This is an optimization exercise on Yosys and OpenROAD, whose aim is small area, a short achievable clock period and few clock cycles per item, not a production implementation. Only simulation tests tie the RTL to the original design; equivalence was not proved.

==> config.mk <==
export PLATFORM = sky130hd
export DESIGN_NAME = rv_core
export DESIGN_NICKNAME = rv_core
export VERILOG_FILES = /design/flow/design.v
export SDC_FILE = /design/flow/constraint.sdc
export NUM_CORES = 4
export LEC_CHECK = 0
export ABC_AREA = 1
export CAP_MARGIN = 20
export CORE_MARGIN = 2
export CORE_UTILIZATION = 30
export SETUP_SLACK_MARGIN = 5
export SLEW_MARGIN = 20
==> constraint.sdc <==
create_clock -name core_clock -period 16.0 [get_ports {clk}]
set_input_delay 3.2000 -clock core_clock [delete_from_list [all_inputs] [get_ports {clk}]]
set_output_delay 3.2000 -clock core_clock [all_outputs]
set_load 0.01 [all_outputs]
==> design.v <==
`default_nettype none
package rv_pkg;
    typedef logic [31:0] xlen_t;
    typedef logic [4:0]  reg_idx_t;
    typedef logic [31:0] instr_t;
    localparam logic [6:0] OPC_OP     = 7'b0110011;
    localparam logic [6:0] OPC_OP_IMM = 7'b0010011;
    localparam logic [6:0] OPC_LUI    = 7'b0110111;
    localparam logic [1:0] MD_IDLE = 2'd0;
    localparam logic [1:0] MD_MUL  = 2'd1;
    localparam logic [1:0] MD_DPRE = 2'd2;
    localparam logic [1:0] MD_DIV  = 2'd3;
endpackage
`default_nettype wire
`timescale 1ns/1ps
`default_nettype none
module rv_result (
    input  logic             clk,
    input  logic             rst_n,
    input  rv_pkg::reg_idx_t rs1_idx,
    input  rv_pkg::reg_idx_t rs2_idx,
    output rv_pkg::xlen_t    rs1_val,
    output rv_pkg::xlen_t    rs2_val,
    output logic             rs1_nz,
    output logic             rs2_nz,
    input  logic             wr_en,
    input  rv_pkg::reg_idx_t wr_rd,
    input  rv_pkg::xlen_t    wr_data
);
    rv_pkg::xlen_t regs [1:31];
    logic [31:0]   nz;
    always_ff @(posedge clk) begin
        for (int i = 1; i < 32; i++) begin
            if (wr_en && wr_rd == 5'(i)) begin
                regs[i] <= wr_data;
            end
        end
    end
    always_ff @(posedge clk) begin
        if (!rst_n) begin
            nz <= '0;
        end else if (wr_en && wr_rd != '0) begin
            nz[wr_rd] <= |wr_data;
        end
    end
    assign rs1_nz  = (rs1_idx != '0) && nz[rs1_idx];
    assign rs2_nz  = (rs2_idx != '0) && nz[rs2_idx];
    logic [31:1] sel1, sel2;
    always_comb begin
        rs1_val = '0;
        rs2_val = '0;
        for (int i = 1; i < 32; i++) begin
            sel1[i] = rs1_idx == 5'(i) && nz[i];
            sel2[i] = rs2_idx == 5'(i) && nz[i];
            rs1_val = rs1_val | ({32{sel1[i]}} & regs[i]);
            rs2_val = rs2_val | ({32{sel2[i]}} & regs[i]);
        end
    end
endmodule
`default_nettype wire
`timescale 1ns/1ps
`default_nettype none
module rv_core #(
    parameter int NUM_REGS = 32
) (
    input  logic             clk,
    input  logic             rst_n,
    input  logic             instr_valid,
    input  rv_pkg::instr_t   instr,
    output logic             busy,
    output logic             wb_valid,
    output logic             illegal,
    output rv_pkg::reg_idx_t wb_rd,
    output rv_pkg::xlen_t    wb_data
);
    logic          ex_valid;      
    logic          ex_ill;        
    logic [4:0]    ex_rd;
    rv_pkg::xlen_t op_a;
    rv_pkg::xlen_t op_b;          
    logic          op_cin;        
    logic [4:0]    op_sh;         
    logic          s_add, s_sll, s_slt, s_xor, s_sr, s_or, s_and;
    logic          s_mlo, s_mhi;   
    logic          slt_u;         
    logic          sr_arith;      
    logic [1:0]    md_state;
    logic [2:0]    md_f3;
    logic [63:0]   acc;
    logic [5:0]    md_cnt;
    logic          md_first;
    assign busy     = md_state != rv_pkg::MD_IDLE;
    assign wb_valid = ex_valid;
    assign illegal  = ex_ill;
    assign wb_rd    = ex_rd;
    rv_pkg::xlen_t rs1_val, rs2_val;
    logic          rs1_nz, rs2_nz;
    rv_pkg::xlen_t alu_y;
    rv_result rf_i (
        .clk     (clk),
        .rst_n   (rst_n),
        .rs1_idx (instr[19:15]),
        .rs2_idx (instr[24:20]),
        .rs1_val (rs1_val),
        .rs2_val (rs2_val),
        .rs1_nz  (rs1_nz),
        .rs2_nz  (rs2_nz),
        .wr_en   (ex_valid),
        .wr_rd   (ex_rd),
        .wr_data (alu_y)
    );
    logic [6:0] opcode, funct7;
    logic [2:0] funct3;
    logic       is_lui, is_opimm, is_op, is_md, legal;
    logic       accept;
    assign opcode   = instr[6:0];
    assign funct7   = instr[31:25];
    assign funct3   = instr[14:12];
    assign is_lui   = opcode == rv_pkg::OPC_LUI;
    assign is_opimm = opcode == rv_pkg::OPC_OP_IMM;
    assign is_op    = opcode == rv_pkg::OPC_OP;
    assign is_md    = is_op && funct7 == 7'b0000001;
    always_comb begin
        legal = 1'b0;
        if (is_lui) begin
            legal = 1'b1;
        end else if (is_opimm) begin
            if (funct3 == 3'b001)      legal = funct7 == 7'b0;
            else if (funct3 == 3'b101) legal = funct7 == 7'b0 || funct7 == 7'b0100000;
            else                       legal = 1'b1;
        end else if (is_op) begin
            legal = funct7 == 7'b0 || funct7 == 7'b0000001 ||
                    (funct7 == 7'b0100000 && (funct3 == 3'b000 || funct3 == 3'b101));
        end
    end
    assign accept = rst_n && instr_valid && !busy;
    logic is_mul, is_div, start_mul, start_div;
    assign is_mul    = is_md && !funct3[2];
    assign is_div    = is_md && funct3[2];
    assign start_mul = is_mul && rs1_nz && rs2_nz;
    assign start_div = is_div && rs1_nz && rs2_nz;
    logic [2:0]    i_f3;
    logic          i_alt;
    logic          i_use_imm;
    rv_pkg::xlen_t i_imm;
    always_comb begin
        i_f3      = funct3;
        i_alt     = instr[30] && (is_op || funct3 == 3'b101);
        i_use_imm = is_opimm || is_lui;
        i_imm     = is_lui ? {instr[31:12], 12'h000} : {{20{instr[31]}}, instr[31:20]};
        if (is_lui) begin
            i_f3 = 3'b000;
            i_alt = 1'b0;
        end
        if (is_md) begin
            i_alt = 1'b0;
            if (is_div && !rs2_nz && !funct3[1]) begin
                i_f3      = 3'b110;
                i_use_imm = 1'b1;
                i_imm     = '1;
            end else if (is_div && !rs2_nz) begin
                i_f3 = 3'b110;
            end else begin
                i_f3 = 3'b111;
            end
        end
    end
    function automatic rv_pkg::xlen_t bitrev(input rv_pkg::xlen_t x);
        for (int i = 0; i < 32; i++) begin
            bitrev[i] = x[31 - i];
        end
    endfunction
    logic       i_bsx;
    logic [2:0] i_fit;
    logic [1:0] i_top;
    assign i_bsx = (funct3 == 3'b000 || funct3 == 3'b001) && rs2_val[31];
    assign i_fit[0] = rs2_val[31:8]  == {24{i_bsx}};
    assign i_fit[1] = rs2_val[31:16] == {16{i_bsx}};
    assign i_fit[2] = rs2_val[31:24] == {8{i_bsx}};
    assign i_top = i_fit[0] ? 2'd0 : i_fit[1] ? 2'd1 : i_fit[2] ? 2'd2 : 2'd3;
    logic          i_inv;
    rv_pkg::xlen_t i_a, i_b;
    assign i_inv = (is_op && funct7 == 7'b0100000 && funct3 == 3'b000) ||
                   ((is_op && funct7 == 7'b0) || is_opimm) && funct3[2:1] == 2'b01;
    assign i_a   = is_lui ? '0 : (i_f3 == 3'b001 ? bitrev(rs1_val) : rs1_val);
    assign i_b   = (i_use_imm ? i_imm : rs2_val) ^ {32{i_inv}};
    logic [32:0]   sum;
    logic          lt;
    rv_pkg::xlen_t shr;
    assign sum = {1'b0, op_a} + {1'b0, op_b} + {32'b0, op_cin};
    assign lt  = slt_u ? !sum[32] : ((op_a[31] == op_b[31]) ? op_a[31] : !sum[32]);
    assign shr = rv_pkg::xlen_t'($signed({sr_arith & op_a[31], op_a}) >>> op_sh);
    assign alu_y = ({32{s_add}} & sum[31:0])
                 | ({32{s_sll}} & bitrev(shr))
                 | ({32{s_slt}} & {31'b0, lt})
                 | ({32{s_xor}} & (op_a ^ op_b))
                 | ({32{s_sr }} & shr)
                 | ({32{s_or }} & (op_a | op_b))
                 | ({32{s_and}} & (op_a & op_b))
                 | ({32{s_mlo}} & acc[31:0])
                 | ({32{s_mhi}} & acc[63:32]);
    assign wb_data = alu_y;
    logic [32:0] m_a, m_b;
    logic [1:0]  m_idx;
    logic [8:0]  m_chunk;
    logic [63:0] m_acc;
    assign m_a = {md_f3 != 3'b011 && op_a[31], op_a};
    assign m_b = {(md_f3 == 3'b000 || md_f3 == 3'b001) && op_b[31], op_b};
    assign m_idx = md_cnt[1:0];
    always_comb begin
        case (m_idx)
            2'd0:    m_chunk = {1'b0, m_b[7:0]};
            2'd1:    m_chunk = {1'b0, m_b[15:8]};
            2'd2:    m_chunk = {1'b0, m_b[23:16]};
            default: m_chunk = {1'b0, m_b[31:24]};
        endcase
        if (md_first) m_chunk[8] = m_b[32];
    end
    localparam logic [63:0] M_K = -(64'h1 << 34) - (64'h1 << 36) - (64'h1 << 38)
                                  - (64'h1 << 40) - (64'h1 << 42);
    logic [10:0] m_cb;
    logic [34:0] m_pp [5];
    logic [4:0]  m_neg;
    always_comb begin
        m_cb = {m_chunk[8], m_chunk, 1'b0};
        for (int k = 0; k < 5; k++) begin
            logic b2, b1, b0, one, two;
            logic [34:0] x;
            b2 = m_cb[2*k+2];
            b1 = m_cb[2*k+1];
            b0 = m_cb[2*k];
            one = b1 ^ b0;
            two = (b2 & !b1 & !b0) | (!b2 & b1 & b0);
            m_neg[k] = b2 & !(b1 & b0);
            x = two ? {m_a[32], m_a, 1'b0} : (one ? {m_a[32], m_a[32], m_a} : 35'b0);
            x = x ^ {35{m_neg[k]}};
            m_pp[k] = {!x[34], x[33:0]};
        end
    end
    assign m_acc = (md_first ? 64'b0 : {acc[55:0], 8'b0})
                 + 64'(m_pp[0])
                 + (64'(m_pp[1]) << 2)
                 + (64'(m_pp[2]) << 4)
                 + (64'(m_pp[3]) << 6)
                 + (64'(m_pp[4]) << 8)
                 + 64'({m_neg[4], 1'b0, m_neg[3], 1'b0, m_neg[2], 1'b0, m_neg[1], 1'b0, m_neg[0]})
                 + M_K;
    logic          d_sgn, d_an, d_bn;
    rv_pkg::xlen_t d_amag, d_bmag;
    logic [4:0]    d_sh;
    logic signed [7:0] d_steps;
    logic [5:0]    d_n;           
    logic [63:0]   d_init;
    function automatic logic [5:0] topbit(input rv_pkg::xlen_t x);
        logic [15:0] v1;
        logic [15:0] p1;
        logic [7:0]  v2;
        logic [15:0] p2;
        logic [3:0]  v3;
        logic [11:0] p3;
        logic [1:0]  v4;
        logic [7:0]  p4;
        logic        v5;
        logic [4:0]  p5;
        for (int i = 0; i < 16; i++) begin
            v1[i] = x[2*i+1] | x[2*i];
            p1[i] = x[2*i+1];
        end
        for (int i = 0; i < 8; i++) begin
            v2[i]         = v1[2*i+1] | v1[2*i];
            p2[2*i+:2]    = v1[2*i+1] ? {1'b1, p1[2*i+1]} : {1'b0, p1[2*i]};
        end
        for (int i = 0; i < 4; i++) begin
            v3[i]         = v2[2*i+1] | v2[2*i];
            p3[3*i+:3]    = v2[2*i+1] ? {1'b1, p2[4*i+2+:2]} : {1'b0, p2[4*i+:2]};
        end
        for (int i = 0; i < 2; i++) begin
            v4[i]         = v3[2*i+1] | v3[2*i];
            p4[4*i+:4]    = v3[2*i+1] ? {1'b1, p3[6*i+3+:3]} : {1'b0, p3[6*i+:3]};
        end
        v5 = v4[1] | v4[0];
        p5 = v4[1] ? {1'b1, p4[7:4]} : {1'b0, p4[3:0]};
        topbit = {v5, p5};
    endfunction
    assign d_sgn   = !md_f3[0];
    assign d_an    = d_sgn && op_a[31];
    assign d_bn    = d_sgn && op_b[31];
    assign d_amag  = d_an ? -op_a : op_a;
    assign d_bmag  = d_bn ? -op_b : op_b;
    logic [5:0]        d_ta, d_tb;
    logic signed [7:0] d_t;
    assign d_ta    = topbit(op_a ^ {32{d_an}});
    assign d_tb    = topbit(op_b ^ {32{d_bn}});
    assign d_t     = 8'sd31 - (d_ta[5] ? 8'(d_ta[4:0]) : -8'sd1)
                            + (d_tb[5] ? 8'(d_tb[4:0]) : -8'sd1) - 8'(d_an);
    assign d_steps = 8'sd32 - d_t;
    assign d_sh    = d_t[7] ? 5'd0 : {d_t[4:1], 1'b0};
    assign d_n     = 6'd32 - 6'(d_sh);
    assign d_init  = {32'b0, d_amag} << d_sh;
    logic [32:0] d_t1, d_t2;
    logic [31:0] d_r1, d_r2;
    logic [31:0] d_q2;
    assign d_t1 = {acc[63:32], acc[31]} - {1'b0, op_b};
    assign d_r1 = d_t1[32] ? {acc[62:32], acc[31]} : d_t1[31:0];
    assign d_t2 = {d_r1, acc[30]} - {1'b0, op_b};
    assign d_r2 = d_t2[32] ? {d_r1[30:0], acc[30]} : d_t2[31:0];
    assign d_q2 = {acc[29:0], !d_t1[32], !d_t2[32]};
    logic fin;
    logic d_early;                
    logic d_neg;                  
    assign d_early = !d_t[7] && d_t[5];
    assign d_neg   = md_f3[1] ? d_an : (d_an ^ d_bn);
    always_comb begin
        case (md_state)
            rv_pkg::MD_MUL:  fin = md_cnt[1:0] == 2'd0;
            rv_pkg::MD_DPRE: fin = d_early;
            rv_pkg::MD_DIV:  fin = md_cnt == 6'd2;
            default:         fin = 1'b0;
        endcase
    end
    always_ff @(posedge clk) begin
        if (!rst_n) begin
            ex_valid <= 1'b0;
            ex_ill   <= 1'b0;
            md_state <= rv_pkg::MD_IDLE;
        end else begin
            ex_valid <= (accept && legal && !start_mul && !start_div) || fin;
            ex_ill   <= accept && !legal;
            if (accept && legal && start_mul) begin
                md_state <= rv_pkg::MD_MUL;
            end else if (accept && legal && start_div) begin
                md_state <= rv_pkg::MD_DPRE;
            end else if (fin) begin
                md_state <= rv_pkg::MD_IDLE;
            end else if (md_state == rv_pkg::MD_DPRE) begin
                md_state <= rv_pkg::MD_DIV;
            end
        end
    end
    always_ff @(posedge clk) begin
        if (!busy) begin
            ex_rd    <= instr[11:7];
            md_f3    <= funct3;
            md_cnt   <= {4'b0, i_top};
            md_first <= 1'b1;
            op_a     <= i_a;
            op_b     <= i_b;
            op_sh    <= i_b[4:0];
            op_cin   <= i_inv;
            s_add    <= i_f3 == 3'b000;
            s_sll    <= i_f3 == 3'b001;
            s_slt    <= i_f3 == 3'b010 || i_f3 == 3'b011;
            s_xor    <= i_f3 == 3'b100;
            s_sr     <= i_f3 == 3'b101;
            s_or     <= i_f3 == 3'b110;
            s_and    <= i_f3 == 3'b111;
            s_mlo    <= 1'b0;
            s_mhi    <= 1'b0;
            slt_u    <= i_f3[0];
            sr_arith <= i_alt;
        end else begin
            case (md_state)
                rv_pkg::MD_MUL: begin
                    md_first <= 1'b0;
                    md_cnt   <= {4'b0, m_idx - 2'd1};
                    acc      <= m_acc;
                    s_add    <= 1'b0;
                    s_sll    <= 1'b0;
                    s_slt    <= 1'b0;
                    s_xor    <= 1'b0;
                    s_sr     <= 1'b0;
                    s_or     <= 1'b0;
                    s_and    <= 1'b0;
                    s_mlo    <= md_f3 == 3'b000;
                    s_mhi    <= md_f3 != 3'b000;
                end
                rv_pkg::MD_DPRE: begin
                    md_cnt <= d_n;
                    acc    <= d_init;
                    op_a   <= '0;
                    op_b   <= d_early ? ((md_f3[1] ? d_amag : '0) ^ {32{d_neg}}) : d_bmag;
                    op_cin <= d_neg;
                    s_add  <= 1'b1;
                    s_sll  <= 1'b0;
                    s_slt  <= 1'b0;
                    s_xor  <= 1'b0;
                    s_sr   <= 1'b0;
                    s_or   <= 1'b0;
                    s_and  <= 1'b0;
                end
                rv_pkg::MD_DIV: begin
                    md_cnt <= md_cnt - 6'd2;
                    acc    <= {d_r2, d_q2};
                    if (fin) begin
                        op_b <= (md_f3[1] ? d_r2 : d_q2) ^ {32{op_cin}};
                    end
                end
                default: ;
            endcase
        end
    end
endmodule
`default_nettype wire
==> flow/run.sh <==
#!/bin/bash
set -euo pipefail
bash standard.sh SETUP_SLACK_MARGIN=9 "BUFFER_PORTS_ARGS=-buffer_cell sky130_fd_sc_hd__buf_4" finish > standard.log 2>&1
==> standard.sh <==
#!/bin/bash
# synth_recipe.tcl (not shown) runs the flow's synth.tcl, then flattens the netlist and writes it again
# the make line also repeats each setting of config.mk as NAME=value (left out here)
make -C /OpenROAD-flow-scripts/flow DESIGN_CONFIG=/design/flow/config.mk WORK_HOME=/design/flow/orfs CLKGATE_MAP_FILE= SYNTH_SCRIPT=/design/flow/synth_recipe.tcl "${@:-finish}"
==> results.json, run 1 <==
{
  "yosysSeqAreaShare_pct": 42.0,
  "io_buffers": 74,
  "final-hold-violation-count": 0,
  "holdBufCountCts": 0,
  "status": "no timing/DRC/antenna violations",
  "grt_antenna_before_repair": 64,
  "critPathMaxFanout": 16,
  "drt_wl_total_microns": 495000,
  "worstReg2RegStart": "md_cnt[1]",
  "synth_top_family_by_area": "simple AND/OR/NAND/NOR gates",
  "dr_wl_met2_microns": 197000,
  "die-area_sq_mm": 0.284,
  "cts_root_buf": "clkbuf_16",
  "wl_met3_microns": 76400,
  "clk_latency_ns": 0.84,
  "seq_area_sq_mm": 0.0352,
  "critPathRequiredTime_ns": 16.51,
  "crit_path_end_kind": "flop",
  "final_cell_mix": "2425 x nand2_1, 1279 x inv_1, 1145 x edfxtp_1, 735 x nand3_1, 701 x nor2_1",
  "ant_nets": 0,
  "grt_pass1_vias": 80300,
  "critical_path_arrival_ns": 7.81,
  "hold_depth": 2,
  "max-slew-margin-rel_pct": 10.0,
  "finalSetupViolations": 0,
  "period_minus_slack_ns": 7.30,
  "drive_above_1_share_pct": 13.9,
  "via_per_inst": 6.15,
  "period_share_pct": 45.6,
  "wl_per_cell_microns": 33.9,
  "grt_pass1_wl_microns": 655000,
  "min_to": "rf_i.nz[9]",
  "pin_count": 75,
  "synth_top_area_share_pct": 41.0,
  "rsz0062_at_grt": "yes",
  "clock_path_buffers": 3,
  "final-max-slew-violation-count": 0,
  "ctsHtreeMaxLevel": 3,
  "cts_buffers": 120,
  "postSynthAreaPerCell_sq_um": 8.15,
  "grt_start_max_net_pins": 67,
  "r2r-end": "acc[42]",
  "wl_met1_microns": 167000,
  "die_w_microns": 533,
  "hold_path_class": "reg -> reg",
  "synthFlopType": "edfxtp_1",
  "core-area_sq_mm": 0.279,
  "dp_hpwl_microns": 329000,
  "dr_total_vias": 89900,
  "maxCapViolCount": 0,
  "syn_inst": 10300,
  "grt-ovfl-total": 0,
  "final_common_cell": "nand2_1",
  "synth_fp_nets": 10800,
  "multiInputGateArea_sq_mm": 0.0438,
  "synthMuxAreaShare_pct": 0.0358,
  "yosysTopAreaCell": "edfxtp_1",
  "synth.area.top_cells": "edfxtp_1 41%, nand2_1 11%, inv_1 6.2%",
  "highest_layer": "met5",
  "synth_edf_count": 1145,
  "fillers": 28700,
  "rows": 194,
  "worstHoldStart": "rf_i.nz[9]",
  "reg2reg_slack_ns": 9.10,
  "crit_type": "in -> reg",
  "yosysUniqueCellTypes": 74,
  "ys_ff_latch": 1188,
  "drtIter0Drc": 17200,
  "dr.pass1.iters": 10,
  "finClkSkew_ns": 0.0975,
  "async_reset_ff_share_pct": 0,
  "syn_area_sq_mm": 0.0839,
  "synth_simple_gate_area_share_pct": 22.6,
  "fmax_mhz": 137,
  "rr_worst_depth": 31,
  "syn_to_final_growth_pct": 19.5,
  "cts_tree": "yes",
  "final_util_pct": 36.0,
  "synth-compound-area-share_pct": 15.3,
  "fin_nets": 11200,
  "fin_setup_tns_ns": 0,
  "grt_util_all_layers_pct": 32.9,
  "drcViolationCount": 0,
  "gp_congestion": 1.08,
  "cts.clk_slew.worst_paths_ns": 0.08,
  "fp.dieH_microns": 533,
  "synth_fa_ha_area_share_pct": 8.43,
  "startpoint_type": "primary input",
  "yosys_warnings": 4,
  "cts_num_sinks": 1188,
  "synthXorXnorAreaFrac_pct": 2.96,
  "start_util_pct": 30.1,
  "tightest_slew_ns": 1.34
}
cell usage after synthesis (all sizes together), types with 10 or more instances:
master and count:
o221ai 51, nand4 169, o211ai 83, a21o 14, a31oi 56, xnor2 22
a22o 33, nand2 2505, buf 160, nor4 58, nand3 767, inv 1414
a21oi 429, o21a 10, fa 134, o22ai 168, xor2 262, a221oi 206
clkbuf 271, o21bai 19, a22oi 103, ha 351, or2 25, clkinv 21
nor3 85, dfxtp 43, edfxtp 1145, o2111ai 90, a2111oi 22, a211oi 71
nand3b 18, nor2 840, a32o 37, o21ai 565
worst max-delay path by stage:
stage / start / slack (ns) / cells after the start / end
2_1_floorplan: md_cnt[1] / 9.41 / 34 / acc[44]
3_3_place_gp: md_cnt[1] / 7.06 / 39 / acc[60]
3_5_place_dp: md_cnt[1] / 7.16 / 39 / acc[60]
4_1_cts: op_a[28] / 8.92 / 18 / wb_data[29]
5_1_grt: md_cnt[1] / 8.85 / 38 / acc[55]
6_report: instr[24] / 8.70 / 16 / op_b[29]
worst max-delay path, stage by stage:
cell and delay [ns]:
buf_4 0.20, inv_1 0.16, nor2_1 0.16, nand3_2 0.80, clkinvlp_4 0.74, buf_4 0.54, nand2_1 0.13, o2111a_1 0.16
nand2_1 0.08, nor2_1 0.05, nand2_1 0.39, inv_1 0.15, nand3_1 0.15, nand3_1 0.09, a21oi_1 0.65, a21oi_1 0.11
cells by family after synthesis:
logic type / Yosys count
AND/OR/NAND/NOR: 4484
AO/OA/AOI/OAI: 1991
buffers and inverters: 1866
flip-flops: 1188
adder cells (fa/ha/maj): 485
XOR/XNOR: 284
multiplexers: 3
repair_timing:
item                                    4_1_cts  5_1_grt
cloned                                       16       13
endpoints found under the setup margin      180      175
pin swaps                                    36       84
setup buffers                               168      130
gates resized for setup                     368      335
through the flow:
step	instance area, sq um	hold slack (ns)	worst slack [ns]	cells
6_report	100000	0.493	8.70	14600
3_5_place_dp	90000	0.477	7.16	14000
3_3_place_gp	89900	0.467	7.06	14000
5_1_grt	100000	0.505	8.85	14500
4_1_cts	97300	0.490	8.92	14400
2_1_floorplan	83900	0.454	9.41	10300
per-layer routing:
layer | up-vias | GRT usage (%)
met5 | - | 0.133
met4 | 56 | 28.1
met3 | 2678 | 14.6
met2 | 8576 | 46.4
met1 | 42100 | 37.9
li1 | 36500 | -
flip-flops by register name, indices dropped and copies added (netlist names), 2 cells and up:
register,cells
op_b,32
md_state,2
acc,64
rf_i.nz,32
rf_i.regs,992
op_sh,5
md_f3,3
md_cnt,6
ex_rd,5
op_a,32
area by class of cell:
cell class              instances  area share, %
clock buffers                 136           3.16
well taps                    3724           4.65
repair buffers                683           6.24
repair inverters               15         0.0898
flip-flops and latches       1188           35.1
clock inverters                90           1.10
multi-input cells            7249           43.7
diodes                         88          0.220
inverters                    1435           5.73
Testbench counts, summed over its fixed seeds: cycles 34,893, instrs 24,000.
==> inputs of run 2 (changes only) <==
--- a/design.v
+++ b/design.v
@@ -78,5 +78,6 @@
     logic [4:0]    ex_rd;
     rv_pkg::xlen_t op_a;
-    rv_pkg::xlen_t op_b;          
+    rv_pkg::xlen_t op_b;
+    logic          op_inv;        
     logic          op_cin;        
     logic [4:0]    op_sh;         
@@ -88,5 +89,6 @@
     logic [2:0]    md_f3;
     logic [63:0]   acc;
-    logic [5:0]    md_cnt;
+    logic [5:0]    md_cnt;        
+    logic [1:0]    m_ix;          
     logic          md_first;
     assign busy     = md_state != rv_pkg::MD_IDLE;
@@ -174,8 +176,8 @@
     logic [2:0] i_fit;
     logic [1:0] i_top;
-    assign i_bsx = (funct3 == 3'b000 || funct3 == 3'b001) && rs2_val[31];
-    assign i_fit[0] = rs2_val[31:8]  == {24{i_bsx}};
-    assign i_fit[1] = rs2_val[31:16] == {16{i_bsx}};
-    assign i_fit[2] = rs2_val[31:24] == {8{i_bsx}};
+    assign i_bsx = funct3 == 3'b000 || funct3 == 3'b001;
+    assign i_fit[0] = rs2_val[31:8]  == '0 || (i_bsx && rs2_val[31:8]  == '1);
+    assign i_fit[1] = rs2_val[31:16] == '0 || (i_bsx && rs2_val[31:16] == '1);
+    assign i_fit[2] = rs2_val[31:24] == '0 || (i_bsx && rs2_val[31:24] == '1);
     assign i_top = i_fit[0] ? 2'd0 : i_fit[1] ? 2'd1 : i_fit[2] ? 2'd2 : 2'd3;
     logic          i_inv;
@@ -184,10 +186,10 @@
                    ((is_op && funct7 == 7'b0) || is_opimm) && funct3[2:1] == 2'b01;
     assign i_a   = is_lui ? '0 : (i_f3 == 3'b001 ? bitrev(rs1_val) : rs1_val);
-    assign i_b   = (i_use_imm ? i_imm : rs2_val) ^ {32{i_inv}};
+    assign i_b   = i_use_imm ? i_imm : rs2_val;
     logic [32:0]   sum;
     logic          lt;
     rv_pkg::xlen_t shr;
-    assign sum = {1'b0, op_a} + {1'b0, op_b} + {32'b0, op_cin};
-    assign lt  = slt_u ? !sum[32] : ((op_a[31] == op_b[31]) ? op_a[31] : !sum[32]);
+    assign sum = {1'b0, op_a} + {1'b0, op_b ^ {32{op_inv}}} + {32'b0, op_cin};
+    assign lt  = slt_u ? !sum[32] : ((op_a[31] != op_b[31]) ? op_a[31] : !sum[32]);
     assign shr = rv_pkg::xlen_t'($signed({sr_arith & op_a[31], op_a}) >>> op_sh);
     assign alu_y = ({32{s_add}} & sum[31:0])
@@ -207,5 +209,5 @@
     assign m_a = {md_f3 != 3'b011 && op_a[31], op_a};
     assign m_b = {(md_f3 == 3'b000 || md_f3 == 3'b001) && op_b[31], op_b};
-    assign m_idx = md_cnt[1:0];
+    assign m_idx = m_ix;
     always_comb begin
         case (m_idx)
@@ -313,5 +315,5 @@
     always_comb begin
         case (md_state)
-            rv_pkg::MD_MUL:  fin = md_cnt[1:0] == 2'd0;
+            rv_pkg::MD_MUL:  fin = m_ix == 2'd0;
             rv_pkg::MD_DPRE: fin = d_early;
             rv_pkg::MD_DIV:  fin = md_cnt == 6'd2;
@@ -342,9 +344,10 @@
             ex_rd    <= instr[11:7];
             md_f3    <= funct3;
-            md_cnt   <= {4'b0, i_top};
+            m_ix     <= i_top;
             md_first <= 1'b1;
             op_a     <= i_a;
             op_b     <= i_b;
             op_sh    <= i_b[4:0];
+            op_inv   <= i_inv;
             op_cin   <= i_inv;
             s_add    <= i_f3 == 3'b000;
@@ -363,5 +366,5 @@
                 rv_pkg::MD_MUL: begin
                     md_first <= 1'b0;
-                    md_cnt   <= {4'b0, m_idx - 2'd1};
+                    m_ix     <= m_ix - 2'd1;
                     acc      <= m_acc;
                     s_add    <= 1'b0;
@@ -379,5 +382,6 @@
                     acc    <= d_init;
                     op_a   <= '0;
-                    op_b   <= d_early ? ((md_f3[1] ? d_amag : '0) ^ {32{d_neg}}) : d_bmag;
+                    op_b   <= d_early ? (md_f3[1] ? d_amag : '0) : d_bmag;
+                    op_inv <= d_neg;
                     op_cin <= d_neg;
                     s_add  <= 1'b1;
@@ -393,5 +397,5 @@
                     acc    <= {d_r2, d_q2};
                     if (fin) begin
-                        op_b <= (md_f3[1] ? d_r2 : d_q2) ^ {32{op_cin}};
+                        op_b <= md_f3[1] ? d_r2 : d_q2;
                     end
                 end
--- a/config.mk
+++ b/config.mk
@@ -9,5 +9,6 @@
 export CAP_MARGIN = 20
 export CORE_MARGIN = 2
-export CORE_UTILIZATION = 30
+export CORE_UTILIZATION = 40
+export PLACE_DENSITY = 0.75
 export SETUP_SLACK_MARGIN = 5
 export SLEW_MARGIN = 20
==> results.json, run 2 <==
{
  "crit_type": "in -> reg",
  "finalSetupViolations": 0,
  "dr_total_vias": 87200,
  "ctsHtreeMaxLevel": 3,
  "syn_area_sq_mm": 0.0828,
  "gp_congestion": 1.13,
  "grt_start_max_net_pins": 77,
  "crit_path_end_kind": "flop",
  "synth_top_area_share_pct": 41.7,
  "wl_per_cell_microns": 34.1,
  "cts_tree": "yes",
  "holdBufCountCts": 0,
  "reg.largest.list": "rf_i.regs x992, acc x64",
  "fp.dieH_microns": 459,
  "drive_above_1_share_pct": 13.4,
  "fmax_mhz": 137,
  "cts_buffers": 119,
  "fin_setup_tns_ns": 0,
  "postSynthAreaPerCell_sq_um": 8.38,
  "io_buffers": 74,
  "critical_path_arrival_ns": 7.80,
  "dp_hpwl_microns": 294000,
  "period_share_pct": 45.6,
  "yosysUniqueCellTypes": 78,
  "yosysTopAreaCell": "edfxtp_1",
  "critPathRequiredTime_ns": 16.51,
  "final_common_cell": "nand2_1",
  "startpoint_type": "primary input",
  "critPathMaxFanout": 13,
  "final-max-slew-violation-count": 0,
  "finClkSkew_ns": 0.0835,
  "status": "no timing/DRC/antenna violations",
  "hold_path_class": "reg -> reg",
  "maxCapViolCount": 0,
  "ant_nets": 0,
  "syn_inst": 9881,
  "rows": 167,
  "grt-ovfl-total": 0,
  "drtIter0Drc": 17900,
  "yosysMostFrequentCell": "nand2_1",
  "syn_to_final_growth_pct": 16.4,
  "die-area_sq_mm": 0.211,
  "drt_wl_total_microns": 443000,
  "yosysSeqAreaShare_pct": 42.6,
  "reg2reg_slack_ns": 8.89,
  "drcViolationCount": 0,
  "largest_reg_flops": 992,
  "ys_ff_latch": 1189,
  "synth.area.top_cells": "edfxtp_1 42%, nand2_1 9.9%, ha_1 5.8%",
  "fin_nets": 10700,
  "grt_util_all_layers_pct": 39.8,
  "synthFlopType": "edfxtp_1",
  "synth_common_cells": "2194 x nand2_1, 1264 x inv_1, 1150 x edfxtp_1, 721 x nor2_1, 612 x nand3_1",
  "async_reset_ff_share_pct": 0,
  "fillers": 19800,
  "cts.clk_slew.worst_paths_ns": 0.06,
  "core-area_sq_mm": 0.206,
  "start_util_pct": 40.1,
  "clk_latency_ns": 0.83,
  "rr_worst_depth": 34,
  "dr.pass1.iters": 17,
  "grt_pass1_vias": 77800,
  "yosys_warnings": 4,
  "final_util_pct": 46.7,
  "regMostFlops": "rf_i.regs",
  "tightest_slew_ns": 1.28,
  "clock_path_buffers": 3,
  "period_minus_slack_ns": 7.29,
  "synth_edf_count": 1150,
  "hold_depth": 2,
  "grt_pass1_wl_microns": 591000,
  "rsz0062_at_grt": "yes",
  "synth_fp_nets": 10400,
  "die_w_microns": 459,
  "cts_root_buf": "clkbuf_16",
  "via_per_inst": 6.71,
  "grt_antenna_before_repair": 48,
  "final_cell_mix": "2143 x nand2_1, 1216 x inv_1, 1150 x edfxtp_1, 617 x nor2_1, 590 x nand3_1",
  "cts_num_sinks": 1189,
  "pin_count": 75,
  "max-slew-margin-rel_pct": 14.2,
  "final-hold-violation-count": 0,
  "hold_ws_ns": 0.479
}
-- run 2: layer usage --
metal  wire [microns]  track usage (%)
met1           139000             45.1
met2           171000             54.8
met3            76200             18.9
met4            55000             36.4
met5             1380             3.26
-- run 2: worst paths after layout --
kind / end / startpoint
max: op_b[3] / instr[20]
min: rf_i.nz[3] / rf_i.nz[3]
max reg2reg: acc[61] / m_ix[1]
min reg2reg: rf_i.nz[3] / rf_i.nz[3]
-- run 2: layout make-up --
type | count | area, sq um | share of cell area, %
timing repair buffer | 533 | 4870 | 5.05
sequential | 1189 | 35300 | 36.7
timing repair inverter | 9 | 67.6 | 0.0701
antenna | 58 | 145 | 0.151
multi-input combinational | 6940 | 43400 | 45.0
clock inverter | 84 | 952 | 0.988
clock buffer | 141 | 3080 | 3.20
tap | 2704 | 3380 | 3.51
inverter | 1328 | 5140 | 5.34
-- run 2: logic make-up (layout without fill, tap and decap cells) --
kind of cell / Yosys count / in the layout / share of synthesized area (%)
adder cells (fa/ha/maj): 516 / 516 / 9.00
XOR/XNOR: 288 / 288 / 3.05
AND/OR/NAND/NOR: 4012 / 4014 / 20.8
buffers and inverters: 1754 / 2095 / 8.36
multiplexers: 3 / 3 / 0.0363
other: 0 / 58 / 0
flip-flops: 1189 / 1189 / 42.6
AO/OA/AOI/OAI: 2119 / 2119 / 16.1
-- run 2: what timing repair did --
| action | in CTS | in global routing |
|---|---|---|
| gates cloned | 6 | 20 |
| pin swaps | 16 | 100 |
| gates resized for setup | 202 | 518 |
| endpoints found under the setup margin | 165 | 169 |
| setup buffers | 68 | 106 |
-- run 2: critical path, stage by stage --
cell,delay [ns]
buf_4,0.18
inv_2,0.18
nand2_4,0.18
nor2_1,0.12
nand2_1,0.50
buf_4,0.46
inv_2,0.31
buf_4,0.35
nand2_1,0.11
o211ai_1,0.15
nor4_1,0.65
nand4_1,0.27
nor3_2,0.43
o221ai_1,0.40
nor2_1,0.19
a21oi_1,0.05
-- run 2: through the flow --
step / cell area (sq um) / setup WS [ns] / std cells
after floorplan: 82800 / 9.20 / 9881
after global placement: 87200 / 7.01 / 12500
after detailed placement: 87200 / 7.14 / 12500
after CTS: 92800 / 8.92 / 12800
after global routing: 96200 / 8.72 / 12900
final: 96300 / 8.71 / 13000
Testbench counts of run 2, summed over its fixed seeds: cycles 34,893, instrs 24,000.
==> inputs of run 3 (changes only) <==
--- a/config.mk
+++ b/config.mk
@@ -9,6 +9,5 @@
 export CAP_MARGIN = 20
 export CORE_MARGIN = 2
-export CORE_UTILIZATION = 40
-export PLACE_DENSITY = 0.75
+export CORE_UTILIZATION = 30
 export SETUP_SLACK_MARGIN = 5
 export SLEW_MARGIN = 20
==> results.json, run 3 <==
{
  "synth_fa_ha_area_share_pct": 9.00,
  "yosys_warnings": 4,
  "startpoint_type": "primary input",
  "dr_wl_met2_microns": 197000,
  "synth_fp_nets": 10400,
  "cts_num_sinks": 1189,
  "synth-compound-area-share_pct": 16.1,
  "placed_area_sq_mm": 0.0886,
  "yosysUniqueCellTypes": 78,
  "place_ws_ns": 7.24,
  "final_cell_mix": "2124 x nand2_1, 1213 x inv_1, 1150 x edfxtp_1, 608 x nor2_1, 581 x nand3_1",
  "cts_tree": "yes",
  "crit_buf_inv": 5,
  "rows": 192,
  "drtIter0Drc": 14700,
  "ys_ff_latch": 1189,
  "hold_depth": 2,
  "final-hold-violation-count": 0,
  "ctsHtreeMaxLevel": 4,
  "rr_worst_depth": 35,
  "largest_reg_flops": 992,
  "fin_nets": 10700,
  "pin_count": 75,
  "path_cells": "buf_4, inv_1, nand2_1, nor2_4, nand2_1, buf_4, inv_1, buf_4, nand2_1, o211ai_1, nor4_1, nand4_1, nor3_2, o221ai_1, nor2_1, a21oi_1",
  "grt-ovfl-total": 0,
  "crit_start": "instr[22]",
  "final_area_sq_mm": 0.0988,
  "finClkSkew_ns": 0.0739,
  "yosysMostFrequentCell": "nand2_1",
  "endpoint": "op_b[3]",
  "critPathMaxFanout": 14,
  "worst-path-stages": 16,
  "worstHoldStart": "rf_i.nz[31]",
  "start_util_pct": 30.2,
  "period_share_pct": 45.3,
  "fin_setup_tns_ns": 0,
  "drive_above_1_share_pct": 14.2,
  "fp.dieH_microns": 529,
  "core-area_sq_mm": 0.274,
  "fmax_mhz": 138,
  "layout_setup_ws_ns": 8.75,
  "maxCapViolCount": 0,
  "synth_simple_gate_area_share_pct": 20.8,
  "synthFlopType": "edfxtp_1",
  "wl_met3_microns": 68700,
  "yosysSeqAreaShare_pct": 42.6,
  "dr_total_vias": 85400,
  "syn_inst": 9881,
  "highest_layer": "met5",
  "final-max-slew-violation-count": 0,
  "fillers": 28300,
  "drt_wl_total_microns": 477000,
  "status": "no timing/DRC/antenna violations",
  "clock_path_buffers": 3,
  "cts.clk_slew.worst_paths_ns": 0.06,
  "clk_latency_ns": 0.86,
  "grt_pass1_wl_microns": 627000,
  "synth_top_family_by_area": "simple AND/OR/NAND/NOR gates",
  "syn_to_final_growth_pct": 19.4,
  "wl_per_cell_microns": 33.9,
  "grt_antenna_before_repair": 56,
  "synth_edf_count": 1150,
  "r2r-end": "acc[61]",
  "finalSetupViolations": 0,
  "cp_top_family": "simple AND/OR/NAND/NOR gates",
  "critPathRequiredTime_ns": 16.57,
  "crit_type": "in -> reg",
  "synth_common_cells": "2194 x nand2_1, 1264 x inv_1, 1150 x edfxtp_1, 721 x nor2_1, 612 x nand3_1",
  "gp_congestion": 1.04,
  "slowest_delay_ns": 0.61,
  "syn_area_sq_mm": 0.0828,
  "dp_hpwl_microns": 317000,
  "worstReg2RegStart": "m_ix[0]",
  "ant_nets": 0,
  "cts_root_buf": "clkbuf_16",
  "final_util_pct": 36.1,
  "dr.pass1.iters": 11,
  "drcViolationCount": 0,
  "reg2reg_slack_ns": 9.04,
  "rsz0062_at_grt": "yes",
  "critical_path_arrival_ns": 7.82,
  "reg.largest.list": "rf_i.regs x992, acc x64",
  "via_per_inst": 6.08,
  "async_reset_ff_share_pct": 0,
  "grt_start_max_net_pins": 65,
  "hold_path_class": "reg -> reg",
  "synthXorXnorAreaFrac_pct": 3.05,
  "die_w_microns": 529,
  "synth_top_area_share_pct": 41.7,
  "crit_path_top_delay_cell": "inv_1",
  "yosysTopAreaCell": "edfxtp_1",
  "grt_util_all_layers_pct": 32.3,
  "io_buffers": 74,
  "wl_met1_microns": 162000,
  "regMostFlops": "rf_i.regs",
  "crit_path_end_kind": "flop",
  "die-area_sq_mm": 0.280,
  "max-slew-margin-rel_pct": 15.8,
  "synth.area.top_cells": "edfxtp_1 42%, nand2_1 9.9%, ha_1 5.8%",
  "cts_buffers": 137,
  "period_minus_slack_ns": 7.25,
  "synthMuxAreaShare_pct": 0.0363,
  "postSynthAreaPerCell_sq_um": 8.38,
  "grt_pass1_vias": 77500,
  "final_common_cell": "nand2_1",
  "tightest_slew_ns": 1.26
}
[run 3: cell type report]
cell class                 count  area [sq um]  share of cell area [%]
antenna                       55           138                   0.139
clock buffer                 168          3570                    3.61
clock inverter                79           993                    1.01
inverter                    1328          5150                    5.21
multi-input combinational   6940         43400                    43.9
sequential                  1189         35300                    35.7
tap                         3686          4610                    4.67
timing repair buffer         588          5600                    5.67
timing repair inverter        10          85.1                  0.0861
[run 3: kinds of logic after synthesis]
logic type | Yosys count
and+or+nand+nor | 4012
AOI/OAI and AO/OA | 2119
buffers and inverters | 1754
DFF | 1189
adders and majority gates | 516
xor gates and xnor gates | 288
muxes | 3
[run 3: how the worst min path moves through the flow]
stage	to	slack [ns]
2_1_floorplan	rf_i.nz[11]	0.45
3_3_place_gp	rf_i.nz[7]	0.46
3_5_place_dp	rf_i.nz[19]	0.47
4_1_cts	rf_i.nz[31]	0.48
5_1_grt	rf_i.nz[31]	0.49
6_report	rf_i.nz[31]	0.48
[run 3: metrics by stage]
stage	instances	hold WS (ns)
after floorplan	9881	0.454
after global placement	13500	0.463
after detailed placement	13500	0.470
after CTS	13900	0.481
after global routing	14000	0.490
final	14000	0.481
[run 3: what timing repair did]
action | 4_1_cts | 5_1_grt
pin swaps | 52 | 84
setup buffers | 104 | 103
hold buffers | 0 | 0
cloned | 18 | 19
gates resized for setup | 367 | 376
setup endpoints to repair | 165 | 171
[run 3: worst min-delay path, cell delays in order (launching register included)]
cell and delay (ns):
dfxtp_1 0.31, o21ai_0 0.07, a21oi_1 0.06
[run 3: routing by layer]
layer  global-route usage (%)  vias up
li1                         -    35100
met1                     37.5    40400
met2                     47.5     7575
met3                     12.1     2325
met4                     25.9       38
met5                    0.710        -

[afterwards: timing with drivers on the ports]
The results above use ideal ports. As a check the final layouts listed here were re-extracted and re-timed, cells and wires unchanged. Step 1, drivers: a clkbuf_16 drives clk and a buf_2 each remaining input, both assumed. Step 2 adds t to the input delays and takes it off the output delays; t is the mean of the earliest and latest rising clock arrival at the registers after step 1. Input paths then give back, and output paths get back, about the clock's delay inside the block. Slacks: ideal / step 1 / step 2; pairs: ideal / step 1.
| run | t, ns | setup WS [ns] | worst data-port slew with drivers (ns) |
|---|---|---|---|
| run 1 | 0.882 | 8.697 / 8.767 / 7.885 | 0.11 |
| run 2 | 0.875 | 8.711 / 8.673 / 7.900 | 0.22 |
| run 3 | 0.926 | 8.746 / 8.761 / 7.895 | 0.08 |
After both steps setup and hold are still met in every run listed. The setup slack of run 3, which loses most, moves by +0.015 ns with the drivers and by -0.851 ns with both steps.
